Background: an optimization exercise with open tools, aiming at small area, a short achievable clock period and few clock cycles per item. Do not read the settings as production practice. In this exercise RTL edits were held to simulation tests only and were not proved equivalent to the original. Power figures rest on the tool's default switching activity, not on a simulated workload.

==> flow/design.v <==
package bnn_pkg;
  typedef logic [12-1:0][4-1:0] features_t;
  typedef struct packed {
    logic                     valid;
    logic                     last;
    logic [4-1:0] value;
  } feature_beat_t;
  typedef struct packed {
    logic                   valid;
    logic [40-1:0] bits;  
  } hidden_vec_t;
  typedef struct packed {
    logic                                           valid;
    logic [6-1:0][6-1:0] score;
  } class_scores_t;
  typedef struct packed {
    logic                       valid;
    logic [3-1:0] class_idx;
  } class_result_t;
  typedef enum logic {SEQ_IDLE, SEQ_RUN} seq_state_e;
  typedef enum logic {POP_IDLE, POP_RUN} pop_state_e;
  localparam logic [12*40-1:0] HIDDEN_WEIGHTS = {
    80'hd3a5_6c91_e2f4_0b87_5a1c, 80'h9e36_47b2_c08d_f15a_3e69,
    80'h27c4_b9e1_58a0_6d3f_92b7, 80'hf1e0_4a6d_3c95_b782_0e5d,
    80'h6b29_d7f3_81c4_5ea0_c736, 80'h48af_2e91_7d0c_b36a_f5d2
  };
  localparam logic [6*40-1:0] OUT_WEIGHTS = {
    80'hc59b_1e73_a26f_04d8_9b3e, 80'h3f82_d6a4_5c17_e09b_71a5,
    80'ha4d1_8e3c_f760_2b95_4c8e
  };
endpackage
`timescale 1ns/1ns
module feature_sequencer
(
  input  logic          clk,
  input  logic          rst,
  input  logic          start,
  input  bnn_pkg::features_t     features,
  input  logic          slot_free,
  output logic          ready,
  output bnn_pkg::feature_beat_t beat
);
  localparam int IDX_BITS = $clog2(12);
  localparam logic [IDX_BITS-1:0] LAST_IDX = IDX_BITS'(12 - 1);
  bnn_pkg::seq_state_e          state;
  logic [IDX_BITS-1:0] idx;
  logic [12*4-1:0] feat_q;  
  logic                accept;
  assign ready  = (state == bnn_pkg::SEQ_IDLE) && !beat.valid && slot_free;
  assign accept = start && ready;
  always_ff @(posedge clk) begin
    if (accept) begin
      feat_q <= features;  
    end
  end
  always_ff @(posedge clk or posedge rst) begin
    if (rst) begin
      state <= bnn_pkg::SEQ_IDLE;
      idx   <= '0;
      beat  <= '0;
    end else begin
      case (state)
        bnn_pkg::SEQ_IDLE: begin
          beat <= '0;
          if (accept) begin
            state <= bnn_pkg::SEQ_RUN;
            idx   <= '0;
          end
        end
        bnn_pkg::SEQ_RUN: begin
          beat.valid <= 1'b1;
          beat.last  <= (idx == LAST_IDX);
          beat.value <= feat_q[idx*4 +: 4];
          if (idx == LAST_IDX) begin
            state <= bnn_pkg::SEQ_IDLE;
            idx   <= '0;
          end else begin
            idx <= idx + 1'b1;
          end
        end
        default: state <= bnn_pkg::SEQ_IDLE;
      endcase
    end
  end
endmodule
`timescale 1ns/1ns
module hidden_layer
(
  input  logic          clk,
  input  logic          rst,
  input  bnn_pkg::feature_beat_t beat,
  output bnn_pkg::hidden_vec_t   hidden
);
  localparam int IDX_BITS = $clog2(12);
  logic [IDX_BITS-1:0]             feat_idx;
  logic [40-1:0]          op_bits;
  logic [40-1:0]          sign_next;
  logic signed [9-1:0] operand;
  assign op_bits = bnn_pkg::HIDDEN_WEIGHTS[feat_idx*40 +: 40];
  assign operand = $signed({{(9-4){1'b0}}, beat.value});
  always_ff @(posedge clk or posedge rst) begin
    if (rst) begin
      feat_idx <= '0;
    end else if (beat.valid) begin
      feat_idx <= beat.last ? '0 : feat_idx + 1'b1;
    end
  end
  for (genvar n = 0; n < 40; n++) begin : g_neuron
    logic signed [9-1:0] acc;
    logic signed [9-1:0] acc_next;
    assign acc_next     = op_bits[n] ? acc + operand : acc - operand;
    assign sign_next[n] = ~acc_next[9-1];  
    always_ff @(posedge clk or posedge rst) begin
      if (rst) begin
        acc <= '0;
      end else if (beat.valid) begin
        acc <= beat.last ? '0 : acc_next;  
      end
    end
  end
  always_ff @(posedge clk or posedge rst) begin
    if (rst) begin
      hidden <= '0;
    end else begin
      hidden.valid <= beat.valid && beat.last;
      if (beat.valid && beat.last) begin
        hidden.bits <= sign_next;
      end
    end
  end
endmodule
`timescale 1ns/1ns
module xnor_popcount_layer
(
  input  logic          clk,
  input  logic          rst,
  input  bnn_pkg::hidden_vec_t   hidden,
  output logic          slot_free,
  output bnn_pkg::class_scores_t scores
);
  localparam int CNT_BITS = $clog2(40);
  localparam logic [CNT_BITS-1:0] LAST_BIT = CNT_BITS'(40 - 1);
  localparam logic [CNT_BITS-1:0] FREE_AT  = CNT_BITS'(40 - 12);
  bnn_pkg::pop_state_e             state;
  logic [CNT_BITS-1:0]    bit_cnt;
  logic [CNT_BITS-1:0]    cur_idx;
  logic [40-1:0] hid_q;
  logic                   cur_bit;
  logic [6-1:0] match;
  assign cur_idx = hidden.valid ? '0 : bit_cnt;
  assign cur_bit = hidden.valid ? hidden.bits[0] : hid_q[bit_cnt];
  for (genvar c = 0; c < 6; c++) begin : g_match
    assign match[c] = ~(bnn_pkg::OUT_WEIGHTS[c*40 + cur_idx] ^ cur_bit);
  end
  assign slot_free = ((state == bnn_pkg::POP_IDLE) && !hidden.valid) ||
                     ((state == bnn_pkg::POP_RUN) && (bit_cnt >= FREE_AT));
  always_ff @(posedge clk) begin
    if (hidden.valid) begin
      hid_q <= hidden.bits;
    end
  end
  always_ff @(posedge clk or posedge rst) begin
    if (rst) begin
      state   <= bnn_pkg::POP_IDLE;
      bit_cnt <= '0;
      scores  <= '0;
    end else begin
      scores.valid <= 1'b0;
      if (hidden.valid) begin
        state   <= bnn_pkg::POP_RUN;
        bit_cnt <= CNT_BITS'(1);
        for (int c = 0; c < 6; c++) begin
          scores.score[c] <= {{(6-1){1'b0}}, match[c]};
        end
      end else if (state == bnn_pkg::POP_RUN) begin
        for (int c = 0; c < 6; c++) begin
          scores.score[c] <= scores.score[c] + {{(6-1){1'b0}}, match[c]};
        end
        if (bit_cnt == LAST_BIT) begin
          state        <= bnn_pkg::POP_IDLE;
          bit_cnt      <= '0;
          scores.valid <= 1'b1;
        end else begin
          bit_cnt <= bit_cnt + 1'b1;
        end
      end
    end
  end
endmodule
`timescale 1ns/1ns
module argmax_select
(
  input  logic          clk,
  input  logic          rst,
  input  bnn_pkg::class_scores_t scores,
  output bnn_pkg::class_result_t result
);
  logic [3-1:0] best_idx;
  logic [6-1:0] best_score;
  always_comb begin
    best_idx   = '0;
    best_score = scores.score[0];
    for (int c = 1; c < 6; c++) begin
      if (scores.score[c] > best_score) begin  
        best_idx   = c[3-1:0];
        best_score = scores.score[c];
      end
    end
  end
  always_ff @(posedge clk or posedge rst) begin
    if (rst) begin
      result <= '0;
    end else begin
      result.valid <= scores.valid;
      if (scores.valid) begin
        result.class_idx <= best_idx;
      end
    end
  end
endmodule
`timescale 1ns/1ns
module bnn_classifier_top
(
  input  logic                                    clk,
  input  logic                                    rst,
  input  logic                                    start,
  input  logic [12*4-1:0] features,  
  output logic                                    ready,
  output logic [3:0]                result     
);
  bnn_pkg::class_result_t result_q;
  assign result = result_q;
  bnn_pkg::feature_beat_t beat;
  bnn_pkg::hidden_vec_t   hidden;
  bnn_pkg::class_scores_t scores;
  logic          slot_free;  
  feature_sequencer u_feature_sequencer (
    .clk       (clk),
    .rst       (rst),
    .start     (start),
    .features  (features),
    .slot_free (slot_free),
    .ready     (ready),
    .beat      (beat)
  );
  hidden_layer u_hidden_layer (
    .clk    (clk),
    .rst    (rst),
    .beat   (beat),
    .hidden (hidden)
  );
  xnor_popcount_layer u_xnor_popcount_layer (
    .clk       (clk),
    .rst       (rst),
    .hidden    (hidden),
    .slot_free (slot_free),
    .scores    (scores)
  );
  argmax_select u_argmax_select (
    .clk    (clk),
    .rst    (rst),
    .scores (scores),
    .result (result_q)
  );
endmodule
==> flow/run.sh <==
#!/bin/bash
# synth_recipe.tcl (not shown) runs the flow's synth.tcl, then flattens the netlist and writes it again
# the make line also repeats each setting of config.mk as NAME=value (left out here)
make -C /OpenROAD-flow-scripts/flow DESIGN_CONFIG=/design/flow/config.mk WORK_HOME=/design/flow/orfs CLKGATE_MAP_FILE= SYNTH_SCRIPT=/design/flow/synth_recipe.tcl finish
==> flow/config.mk <==
export PLATFORM = sky130hd
export DESIGN_NAME = bnn_classifier_top
export DESIGN_NICKNAME = bnn_classifier_top
export VERILOG_FILES = /design/flow/design.v
export SDC_FILE = /design/flow/constraint.sdc
export NUM_CORES = 4
export LEC_CHECK = 0
export CAP_MARGIN = 20
export CORE_MARGIN = 2
export CORE_UTILIZATION = 40
export SLEW_MARGIN = 20
==> flow/constraint.sdc <==
create_clock -name core_clock -period 8.0 [get_ports {clk}]
set_input_delay 1.6000 -clock core_clock [delete_from_list [all_inputs] [get_ports {clk}]]
set_output_delay 1.6000 -clock core_clock [all_outputs]
set_load 0.01 [all_outputs]
==> flow_metrics.py <==
metrics = {
    "status": {
        "status": "timing/DRC/antenna clean",
    },
    "yosys": {
        "synth_cell_types": 78,
        "synthFlopType": "dfrtp_1",
        "synth_nets": 4371,
        "ys_warn_count": 4,
        "seq_area_frac_synth": 0.380,
        "async_flop_share": 0.841,
        "synth_edf_count": 88,
        "syn_inst": 3902,
        "ys_ff_latch": 552,
        "synth.cell_area_um2": 37500,
        "syn_area_per_cell_um2": 9.60,
    },
    "timing": {
        "finalClockSkew_ps": 27.9,
        "relSlewSlack": 0.304,
        "fin_crit_ps": 7550,
        "fin_crit_sh": 0.944,
        "slew_viol_final": 0,
        "setup-tns-final_ps": 0,
        "tightestPinTransition_ps": 1040,
        "fmax_mhz": 132,
        "finalSetupViolCount": 0,
        "hold_viol_final": 0,
    },
    "pwr": {
        "swShare": 0.422,
        "ir_drop_mv": 0.234,
        "internal_power_uw": 11700,
        "power_frac_seq": 0.228,
        "power.leakage_uw": 0.0194,
        "clock_power_share": 0.157,
        "p_switching_uw": 8510,
        "p_comb_frac": 0.615,
        "p_per_area_nw_per_um2": 481,
    },
    "cts": {
        "cts.htree.levels": 3,
        "clkTransAtPathRegs_ps": 70,
        "clockRootBuffer": "clkbuf_16",
        "cts.path.max_buffers": 3,
        "cts_sinks": 552,
        "cts_buffers": 68,
        "cts_hold_buf": 0,
        "insertion_delay_ps": 620,
        "tritoncts": "yes",
    },
    "setup_path": {
        "critPathMostFrequentCell": "ha_1",
        "critPathTopFamily": "compound AO/OA/AOI/OAI gates",
        "cp.arrival_ps": 8070,
        "critPathSlowestCell": "a211o_1",
        "rr_worst_depth": 39,
        "required_ps": 8520,
        "start_kind": "register",
        "path_depth": 39,
        "cp_max_fo": 9,
        "endpoint_kind": "register",
        "slowest_delay_ps": 350,
        "critical_path_buf_inv_count": 1,
        "path_class": "register to register",
    },
    "die": {
        "die_x_um": 310,
        "die_h_um": 310,
        "dieArea_um2": 96100,
        "rows": 112,
        "ios": 56,
        "start_util": 0.403,
        "coreArea_um2": 93000,
    },
    "global_routing": {
        "track_usage": 0.188,
        "grt_pass1_vias": 27400,
        "grt_max_degree": 153,
        "antenna_found_initial": 0,
        "overflow": 0,
        "grt_first_pass_wirelength_mm": 145,
    },
    "run": {
        "drv_cap": 0,
    },
    "placed_design": {
        "place_congestion": 0.841,
        "portBuffers": 55,
        "hpwlAfterDp_mm": 55.2,
        "dpl-instance-area_um2": 39500,
    },
    "cells_and_area": {
        "fin_area_um2": 42000,
        "area_delta_synth_final_pct": 12.0,
        "mostFrequentLayoutCells": "inv_1, dfrtp_1, ha_1, o22ai_1, xnor2_1",
        "final_common_cell": "inv_1",
        "antenna_cells": 0,
        "drive_above_1_share": 0.0967,
        "nets": 4387,
    },
    "hold_path": {
        "hold_depth": 0,
        "hold_class": "register to register",
    },
    "routing": {
        "wl_mm": 88.2,
        "post_drt_via_cell_ratio": 5.20,
        "antenna_left": 0,
        "drt_iter0_drc": 1558,
        "vias": 27200,
        "drt-pass1-iter-count": 5,
        "route.detailed.drc": 0,
        "wl_per_cell_um": 16.9,
    },
}
stage by stage:
stage / std cells / hold WS, ps / utilization / setup WS, ps / total power (µW)
after detailed placement: 5092 / 431 / 0.424 / -30.4 / 17100
after global routing: 5227 / 454 / 0.451 / -66.9 / 22400
after floorplan: 3902 / 393 / - / 119 / 14700
after global placement: 5092 / 426 / 0.424 / -14.4 / 16700
after CTS: 5217 / 438 / 0.449 / 7.59 / 20400
final: 5227 / 436 / 0.451 / 449 / 20200
synth_stat cells (all sizes together), types with 121 or more instances:
| master | count | area, µm² |
|---|---|---|
| o21bai | 121 | 920 |
| nor2 | 254 | 953 |
| clkbuf | 148 | 556 |
| nand2 | 125 | 469 |
| o21ai | 143 | 727 |
| mux2 | 125 | 1410 |
| o22ai | 310 | 1940 |
| ha | 378 | 4730 |
| xnor2 | 258 | 2260 |
| inv | 577 | 2170 |
| a21oi | 252 | 1260 |
| dfrtp | 464 | 11600 |
flip-flops by register name, indices dropped and copies added, names as in the netlist:
name	count
u_xnor_popcount_layer.state	1
u_feature_sequencer.beat	6
u_feature_sequencer.feat_q	48
u_xnor_popcount_layer.hid_q	40
u_xnor_popcount_layer.scores	37
u_hidden_layer.feat_idx	4
u_argmax_select.result	4
u_xnor_popcount_layer.bit_cnt	6
u_feature_sequencer.state	1
u_feature_sequencer.idx	4
u_hidden_layer.hidden	41
u_hidden_layer.g_neuron.acc	360
cell families (layout without fill, tap and decap cells):
family                   Yosys count  count (layout)  synth area share
flip-flops                       552             552             0.380
AND/OR/NAND/NOR                  598             598            0.0748
XOR/XNOR                         352             352            0.0823
AO/OA/AOI/OAI                   1033            1033             0.175
buffers and inverters            758             829            0.0765
multiplexers                     188             188            0.0629
adder cells (fa/ha/maj)          421             421             0.148
power by group through the flow:
stage / registers, µW / clock network [µW] / logic [µW]
global route: 4720 / 3390 / 14200
finish: 4600 / 3170 / 12400
CTS: 4600 / 3270 / 12500
floorplan: 4430 / 0 / 10200
detailed placement: 4630 / 0 / 12400
global placement: 4610 / 0 / 12100
cell type report:
| type | instances | area (µm²) |
|---|---|---|
| repair buffers | 124 | 1120 |
| inverters | 580 | 2180 |
| clock buffers | 98 | 1990 |
| well taps | 1254 | 1570 |
| fillers | 8837 | 51100 |
| flip-flops and latches | 552 | 14300 |
| multi-input cells | 2592 | 20500 |
| clock inverters | 27 | 307 |
per-layer routing:
metal	global-route usage	vias up	routed length (µm)	share of wire
li1	-	13500	-	-
met1	0.252	13100	41800	0.47
met2	0.318	423	41500	0.47
met3	0.0268	109	3160	0.036
met4	0.0498	0	1690	0.019
met5	0	-	0	0
path summary, 6_finish.rpt:
check / from / to / slack (ps)
max reg2reg: u_xnor_popcount_layer.scores[2]$_DFFE_PP0P_ / u_argmax_select.result[1]$_DFFE_PP0P_ / 450
min: u_hidden_layer.hidden[36]$_DFFE_PP0P_ / u_xnor_popcount_layer.hid_q[36]$_DFFE_PP_ / 440
min in group asynchronous: rst / u_hidden_layer.g_neuron[25].acc[6]$_DFFE_PP0P_ / 1430
min reg2reg: u_hidden_layer.hidden[36]$_DFFE_PP0P_ / u_xnor_popcount_layer.hid_q[36]$_DFFE_PP_ / 440
max: u_xnor_popcount_layer.scores[2]$_DFFE_PP0P_ / u_argmax_select.result[1]$_DFFE_PP0P_ / 450
max in group asynchronous: rst / u_feature_sequencer.beat[2]$_DFF_PP0_ / 4900
repair_timing:
item,CTS,global route
buffers inserted,0,10
setup endpoints to repair,3,3
pin swaps,0,12
gates resized for setup,6,22
endpoints found under the hold margin,0,0
Testbench counts, summed over its fixed seeds: cycles 33,704, items 800.

==> what the ideal ports hide <==
Ports are ideal in the flow. The routed layout listed here was re-timed in OpenROAD. Step 1, drivers: a clkbuf_16 drives clk and a buf_2 each remaining input, both assumed. Step 2 moves the port delays by t, midway between the first and last clock arrival at a register: inputs arrive t later, outputs are due t later. That takes back most of the time a late clock gives input paths. Slacks: ideal / step 1 / step 2; pairs: ideal / step 1.
t (ns): 0.677
slack for setup (ns): 0.449 / 0.449 / 0.449
hold WS [ns]: 0.436 / 0.436 / 0.436
worst register clock-pin slew, ns: 0.07 / 0.07
worst slew at a driven data input, ns: 0.07
After both steps this run still meets setup and hold. The setup slack of this run moves by 0.000 ns with the drivers and by 0.000 ns with both steps.
